Background: an optimization exercise with open tools, aiming at small area. Do not read the settings as production practice.
Only simulation tests tie the RTL to the original design; equivalence was not proved.
Power and IR drop assume default switching activity.

Setup of before:
==> flow/design.v (excerpt) <==
module branch_predict_ctrl #(
  parameter int unsigned IDX_BITS = 4,
  parameter int unsigned CNT_W    = 16
) (
  input  logic             clk,
  input  logic             rst_n,
  input  logic [31:0]      if_pc,
  output logic             pred_taken,
  output logic [31:0]      pred_target,
  input  logic             ex_branch,
  input  logic             ex_stall,
  input  logic [31:0]      ex_pc,
  input  logic             ex_taken,
  input  logic [31:0]      ex_target,
  input  logic             ex_pred_taken,
  input  logic [31:0]      ex_pred_target,
  output logic             redirect,
  output logic [31:0]      redirect_pc,
  output logic             flush_if_id,
  output logic             flush_id_ex,
  output logic [CNT_W-1:0] branch_count,
  output logic [CNT_W-1:0] mispredict_count
);
  localparam int unsigned ENTRIES = 1 << IDX_BITS;
  localparam int unsigned TAG_W   = 30 - IDX_BITS;
  localparam int unsigned IF_W    = 1 + TAG_W + 32 + 1;
  localparam int unsigned EX_W    = 1 + TAG_W + 2;
  logic [ENTRIES-1:0] btb_valid;
  logic [TAG_W-1:0]   btb_tag    [ENTRIES];
  logic [31:0]        btb_target [ENTRIES];
  logic [1:0]         btb_ctr    [ENTRIES];
  logic [IDX_BITS-1:0] if_idx, ex_idx;
  logic [TAG_W-1:0]    if_tag, ex_tag;
  logic                if_hit, ex_hit;
  logic                resolve, mispredict;
  logic                wr_entry, wr_ctr;
  logic [1:0]          ctr_inc, ctr_next;
  assign if_idx = if_pc[IDX_BITS+1:2];
  assign if_tag = if_pc[31:IDX_BITS+2];
  assign ex_idx = ex_pc[IDX_BITS+1:2];
  assign ex_tag = ex_pc[31:IDX_BITS+2];
  logic [ENTRIES-1:0] if_sel, ex_sel;
  logic [IF_W-1:0]    if_row [ENTRIES];
  logic [EX_W-1:0]    ex_row [ENTRIES];
  logic [IF_W-1:0]    if_rd;
  logic [EX_W-1:0]    ex_rd;
  always_comb begin
    for (int unsigned i = 0; i < ENTRIES; i++) begin
      if_sel[i] = (if_idx == IDX_BITS'(i));
  ...
Size: roughly 2200 cells after synthesis.
==> module branch_predict_ctrl, before the edit <==
module branch_predict_ctrl #(
  parameter int unsigned IDX_BITS = 4,
  parameter int unsigned CNT_W    = 16
) (
  input  logic             clk,
  input  logic             rst_n,
  input  logic [31:0]      if_pc,
  output logic             pred_taken,
  output logic [31:0]      pred_target,
  input  logic             ex_branch,
  input  logic             ex_stall,
  input  logic [31:0]      ex_pc,
  input  logic             ex_taken,
  input  logic [31:0]      ex_target,
  input  logic             ex_pred_taken,
  input  logic [31:0]      ex_pred_target,
  output logic             redirect,
  output logic [31:0]      redirect_pc,
  output logic             flush_if_id,
  output logic             flush_id_ex,
  output logic [CNT_W-1:0] branch_count,
  output logic [CNT_W-1:0] mispredict_count
);
  localparam int unsigned ENTRIES = 1 << IDX_BITS;
  localparam int unsigned TAG_W   = 30 - IDX_BITS;
  localparam int unsigned IF_W    = 1 + TAG_W + 32 + 1;
  localparam int unsigned EX_W    = 1 + TAG_W + 2;
  logic [ENTRIES-1:0] btb_valid;
  logic [TAG_W-1:0]   btb_tag    [ENTRIES];
  logic [31:0]        btb_target [ENTRIES];
  logic [1:0]         btb_ctr    [ENTRIES];
  logic [IDX_BITS-1:0] if_idx, ex_idx;
  logic [TAG_W-1:0]    if_tag, ex_tag;
  logic                if_hit, ex_hit;
  logic                resolve, mispredict;
  logic                wr_entry, wr_ctr;
  logic [1:0]          ctr_inc, ctr_next;
  assign if_idx = if_pc[IDX_BITS+1:2];
  assign if_tag = if_pc[31:IDX_BITS+2];
  assign ex_idx = ex_pc[IDX_BITS+1:2];
  assign ex_tag = ex_pc[31:IDX_BITS+2];
  logic [ENTRIES-1:0] if_sel, ex_sel;
  logic [IF_W-1:0]    if_row [ENTRIES];
  logic [EX_W-1:0]    ex_row [ENTRIES];
  logic [IF_W-1:0]    if_rd;
  logic [EX_W-1:0]    ex_rd;
  always_comb begin
    for (int unsigned i = 0; i < ENTRIES; i++) begin
      if_sel[i] = (if_idx == IDX_BITS'(i));
      ex_sel[i] = (ex_idx == IDX_BITS'(i));
      if_row[i] = {btb_ctr[i][1], btb_target[i], btb_tag[i], btb_valid[i]};
      ex_row[i] = {btb_ctr[i], btb_tag[i], btb_valid[i]};
    end
  end
  for (genvar b = 0; b < IF_W; b++) begin : g_if_rd
    logic [ENTRIES-1:0] col;
    for (genvar i = 0; i < ENTRIES; i++) begin : g_col
      assign col[i] = if_row[i][b];
    end
    bpc_sel16 u_sel (.s(if_sel), .d(col), .y(if_rd[b]));
  end
  for (genvar b = 0; b < EX_W; b++) begin : g_ex_rd
    logic [ENTRIES-1:0] col;
    for (genvar i = 0; i < ENTRIES; i++) begin : g_col
      assign col[i] = ex_row[i][b];
    end
    bpc_sel16 u_sel (.s(ex_sel), .d(col), .y(ex_rd[b]));
  end
  logic        if_tag_eq, ex_tag_eq, tgt_ne;
  logic [29:0] if_pc_inc, ex_pc_inc;
  bpc_eq #(.W(TAG_W)) u_if_eq (.a(if_rd[TAG_W:1]), .b(if_tag), .y(if_tag_eq));
  bpc_eq #(.W(TAG_W)) u_ex_eq (.a(ex_rd[TAG_W:1]), .b(ex_tag), .y(ex_tag_eq));
  bpc_ne #(.W(32))    u_ne    (.a(ex_pred_target), .b(ex_target), .y(tgt_ne));
  bpc_inc #(.W(30), .G(5)) u_if_inc (.a(if_pc[31:2]), .ci(1'b1), .y(if_pc_inc));
  bpc_inc #(.W(30), .G(5)) u_ex_inc (.a(ex_pc[31:2]), .ci(1'b1), .y(ex_pc_inc));
  logic if_miss, ex_not_taken;
  assign if_hit      = if_rd[0] && if_tag_eq;
  assign if_miss     = !if_hit;
  assign ex_not_taken = !ex_taken;
  assign pred_taken  = if_hit && if_rd[IF_W-1];
  assign ex_hit     = ex_rd[0] && ex_tag_eq;
  assign resolve    = ex_branch && !ex_stall;
  assign mispredict = resolve &&
                      ((ex_taken != ex_pred_taken) || (ex_taken && tgt_ne));
  assign redirect    = rst_n && mispredict;
  assign flush_if_id = redirect;
  assign flush_id_ex = redirect;
  for (genvar b = 0; b < 32; b++) begin : g_out_mux
    if (b < 2) begin : g_lo
      bpc_mux2 u_pt (.a0(if_pc[b]), .a1(if_rd[TAG_W+1+b]), .s(if_hit), .sn(if_miss), .y(pred_target[b]));
      bpc_mux2 u_rp (.a0(ex_pc[b]), .a1(ex_target[b]), .s(ex_taken), .sn(ex_not_taken), .y(redirect_pc[b]));
    end else begin : g_hi
      bpc_mux2 u_pt (.a0(if_pc_inc[b-2]), .a1(if_rd[TAG_W+1+b]), .s(if_hit), .sn(if_miss), .y(pred_target[b]));
      bpc_mux2 u_rp (.a0(ex_pc_inc[b-2]), .a1(ex_target[b]), .s(ex_taken), .sn(ex_not_taken), .y(redirect_pc[b]));
    end
  end
  sat_ctr2 u_sat_ctr2 (
    .cur (ex_rd[EX_W-1:TAG_W+1]),
    .up  (ex_taken),
    .nxt (ctr_inc)
  );
  assign wr_entry = resolve && ex_taken;
  assign wr_ctr   = resolve && (ex_hit || ex_taken);
  assign ctr_next = ex_hit ? ctr_inc : branch_predict_ctrl_pkg::CTR_ALLOC;
  always_ff @(posedge clk) begin
    for (int unsigned i = 0; i < ENTRIES; i++) begin
      if (wr_entry && ex_sel[i]) begin
        btb_tag[i]    <= ex_tag;
        btb_target[i] <= ex_target;
      end
      if (wr_ctr && ex_sel[i]) begin
        btb_ctr[i] <= ctr_next;
      end
    end
  end
  always_ff @(posedge clk or negedge rst_n) begin
    if (!rst_n) begin
      btb_valid <= '0;
    end else if (wr_entry) begin
      btb_valid[ex_idx] <= 1'b1;
    end
  end
  logic [CNT_W-1:0] branch_count_nxt, mispredict_count_nxt;
  bpc_inc #(.W(CNT_W)) u_bc_inc (.a(branch_count), .ci(resolve), .y(branch_count_nxt));
  bpc_inc #(.W(CNT_W)) u_mc_inc (.a(mispredict_count), .ci(mispredict), .y(mispredict_count_nxt));
  always_ff @(posedge clk or negedge rst_n) begin
    if (!rst_n) begin
      branch_count     <= '0;
      mispredict_count <= '0;
    end else begin
      branch_count     <= branch_count_nxt;
      mispredict_count <= mispredict_count_nxt;
    end
  end
endmodule
==> flow/config.mk <==
export PLATFORM = sky130hd
export DESIGN_NAME = branch_predict_ctrl
export DESIGN_NICKNAME = branch_predict_ctrl
export VERILOG_FILES = /design/flow/design.v
export SDC_FILE = /design/flow/constraint.sdc
export NUM_CORES = 4
export LEC_CHECK = 0
export CAP_MARGIN = 20
export CORE_MARGIN = 2
export CORE_UTILIZATION = 60
export SLEW_MARGIN = 20
export SYNTH_HIERARCHICAL = 1
export SYNTH_MINIMUM_KEEP_SIZE = 0
==> flow/constraint.sdc <==
create_clock -name core_clock -period 10.0 [get_ports {clk}]
set_input_delay 2.0000 -clock core_clock [delete_from_list [all_inputs] [get_ports {clk}]]
set_output_delay 2.0000 -clock core_clock [all_outputs]
set_load 0.01 [all_outputs]
standard.sh (not shown) runs the stock make flow with config.mk's settings and CLKGATE_MAP_FILE= SYNTH_SCRIPT=/design/flow/synth_recipe.tcl, a recipe that flattens the netlist after the stock synthesis.
==> flow/flow/run.sh <==
#!/bin/bash
# Standard layout (the standard.sh, unchanged synthesis) with two
# changes: ports are buffered with the smallest buffer, and clock tree
# synthesis builds the tree from clkbuf_8 cells over clusters of at most
# 16 sinks and inserts no dummy loads.
set -uo pipefail
export BUFFER_PORTS_ARGS="-buffer_cell sky130_fd_sc_hd__buf_1"
export CTS_ARGS="-sink_clustering_enable -repair_clock_nets -dont_use_dummy_load -buf_list {sky130_fd_sc_hd__clkbuf_8} -sink_clustering_size 16 -sink_clustering_max_diameter 60"
bash standard.sh finish > standard.log 2>&1
Relative to before, the following input files were edited for after:
--- a/flow/design.v
+++ b/flow/design.v
@@ -97,6 +97,12 @@
   output logic         y
 );
   assign y = (a != b);
+endmodule
+module bpc_hold (
+  input  logic d, en, q, enn,
+  output logic y
+);
+  assign y = (d & en) | (q & enn);
 endmodule
 module branch_predict_ctrl #(
   parameter int unsigned IDX_BITS = 4,
@@ -202,15 +208,30 @@
   assign wr_entry = resolve && ex_taken;
   assign wr_ctr   = resolve && (ex_hit || ex_taken);
   assign ctr_next = ex_hit ? ctr_inc : branch_predict_ctrl_pkg::CTR_ALLOC;
+  logic [ENTRIES-1:0] we_e, we_en, we_c, we_cn;
+  logic [TAG_W-1:0]   tag_nxt [ENTRIES];
+  logic [31:0]        tgt_nxt [ENTRIES];
+  logic [1:0]         ctr_nxt [ENTRIES];
+  for (genvar i = 0; i < ENTRIES; i++) begin : g_entry
+    assign we_e[i]  = wr_entry && ex_sel[i];
+    assign we_en[i] = !we_e[i];
+    assign we_c[i]  = wr_ctr && ex_sel[i];
+    assign we_cn[i] = !we_c[i];
+    for (genvar b = 0; b < TAG_W; b++) begin : g_tag
+      bpc_hold u_h (.d(ex_tag[b]), .en(we_e[i]), .q(btb_tag[i][b]), .enn(we_en[i]), .y(tag_nxt[i][b]));
+    end
+    for (genvar b = 0; b < 32; b++) begin : g_tgt
+      bpc_hold u_h (.d(ex_target[b]), .en(we_e[i]), .q(btb_target[i][b]), .enn(we_en[i]), .y(tgt_nxt[i][b]));
+    end
+    for (genvar b = 0; b < 2; b++) begin : g_ctr
+      bpc_hold u_h (.d(ctr_next[b]), .en(we_c[i]), .q(btb_ctr[i][b]), .enn(we_cn[i]), .y(ctr_nxt[i][b]));
+    end
+  end
   always_ff @(posedge clk) begin
     for (int unsigned i = 0; i < ENTRIES; i++) begin
-      if (wr_entry && ex_sel[i]) begin
-        btb_tag[i]    <= ex_tag;
-        btb_target[i] <= ex_target;
-      end
-      if (wr_ctr && ex_sel[i]) begin
-        btb_ctr[i] <= ctr_next;
-      end
+      btb_tag[i]    <= tag_nxt[i];
+      btb_target[i] <= tgt_nxt[i];
+      btb_ctr[i]    <= ctr_nxt[i];
     end
   end
   always_ff @(posedge clk or negedge rst_n) begin
==> run summary <==
- Compared with before, after shows a lower number of enable-type register cells in the synthesized netlist.
- Compared with before, in after total power climbed about 12%; fmax climbed about 1.1%; worst supply voltage drop on vdd climbed 0.0052 mV.
- Compared to before, the router laid down more metal wire for after.
- Looking at share of synthesized area occupied by flip-flops and latches, after sits 23 points below before.
- Vias: after more than before
- Compared with before, cell area in after decreased slightly.
- Summary of after over before: hold violation total from the final report roughly the same, post-synthesis cell count went up, clock insertion delay at the later pin of the skew report went up 0.03 ns.

-- what the ideal ports hide --
No port has a modelled driver above. Below, the same layouts with a new extraction and two added sets of constraints.
Step 1 assumes that a clkbuf_16 drives the clock port and a buf_2 every other input.
Step 2 times the ports against the registers' clock, not the clock port: input delays grow and output delays shrink by t, the midpoint of the rising clock arrivals with the driver on.
a / b / c = no drivers / after step 1 / after step 2; a / b = the first two.
| run | t, ns | slack for setup (ns) | hold slack, ns | worst setup path after step 2 | clock arrival spread, ns |
|---|---|---|---|---|---|
| before | 0.766 | 0.298 / 0.268 / 0.268 | 0.510 / 0.510 / 0.510 | input to output | 0.068 / 0.068 |
| after | 0.802 | 0.402 / 0.368 / 0.368 | 0.481 / 0.481 / 0.481 | input to output | 0.073 / 0.073 |
After both steps setup and hold are still met in every run listed. The setup slack of after, which loses most, moves by -0.034 ns with the drivers and by -0.034 ns with both steps.
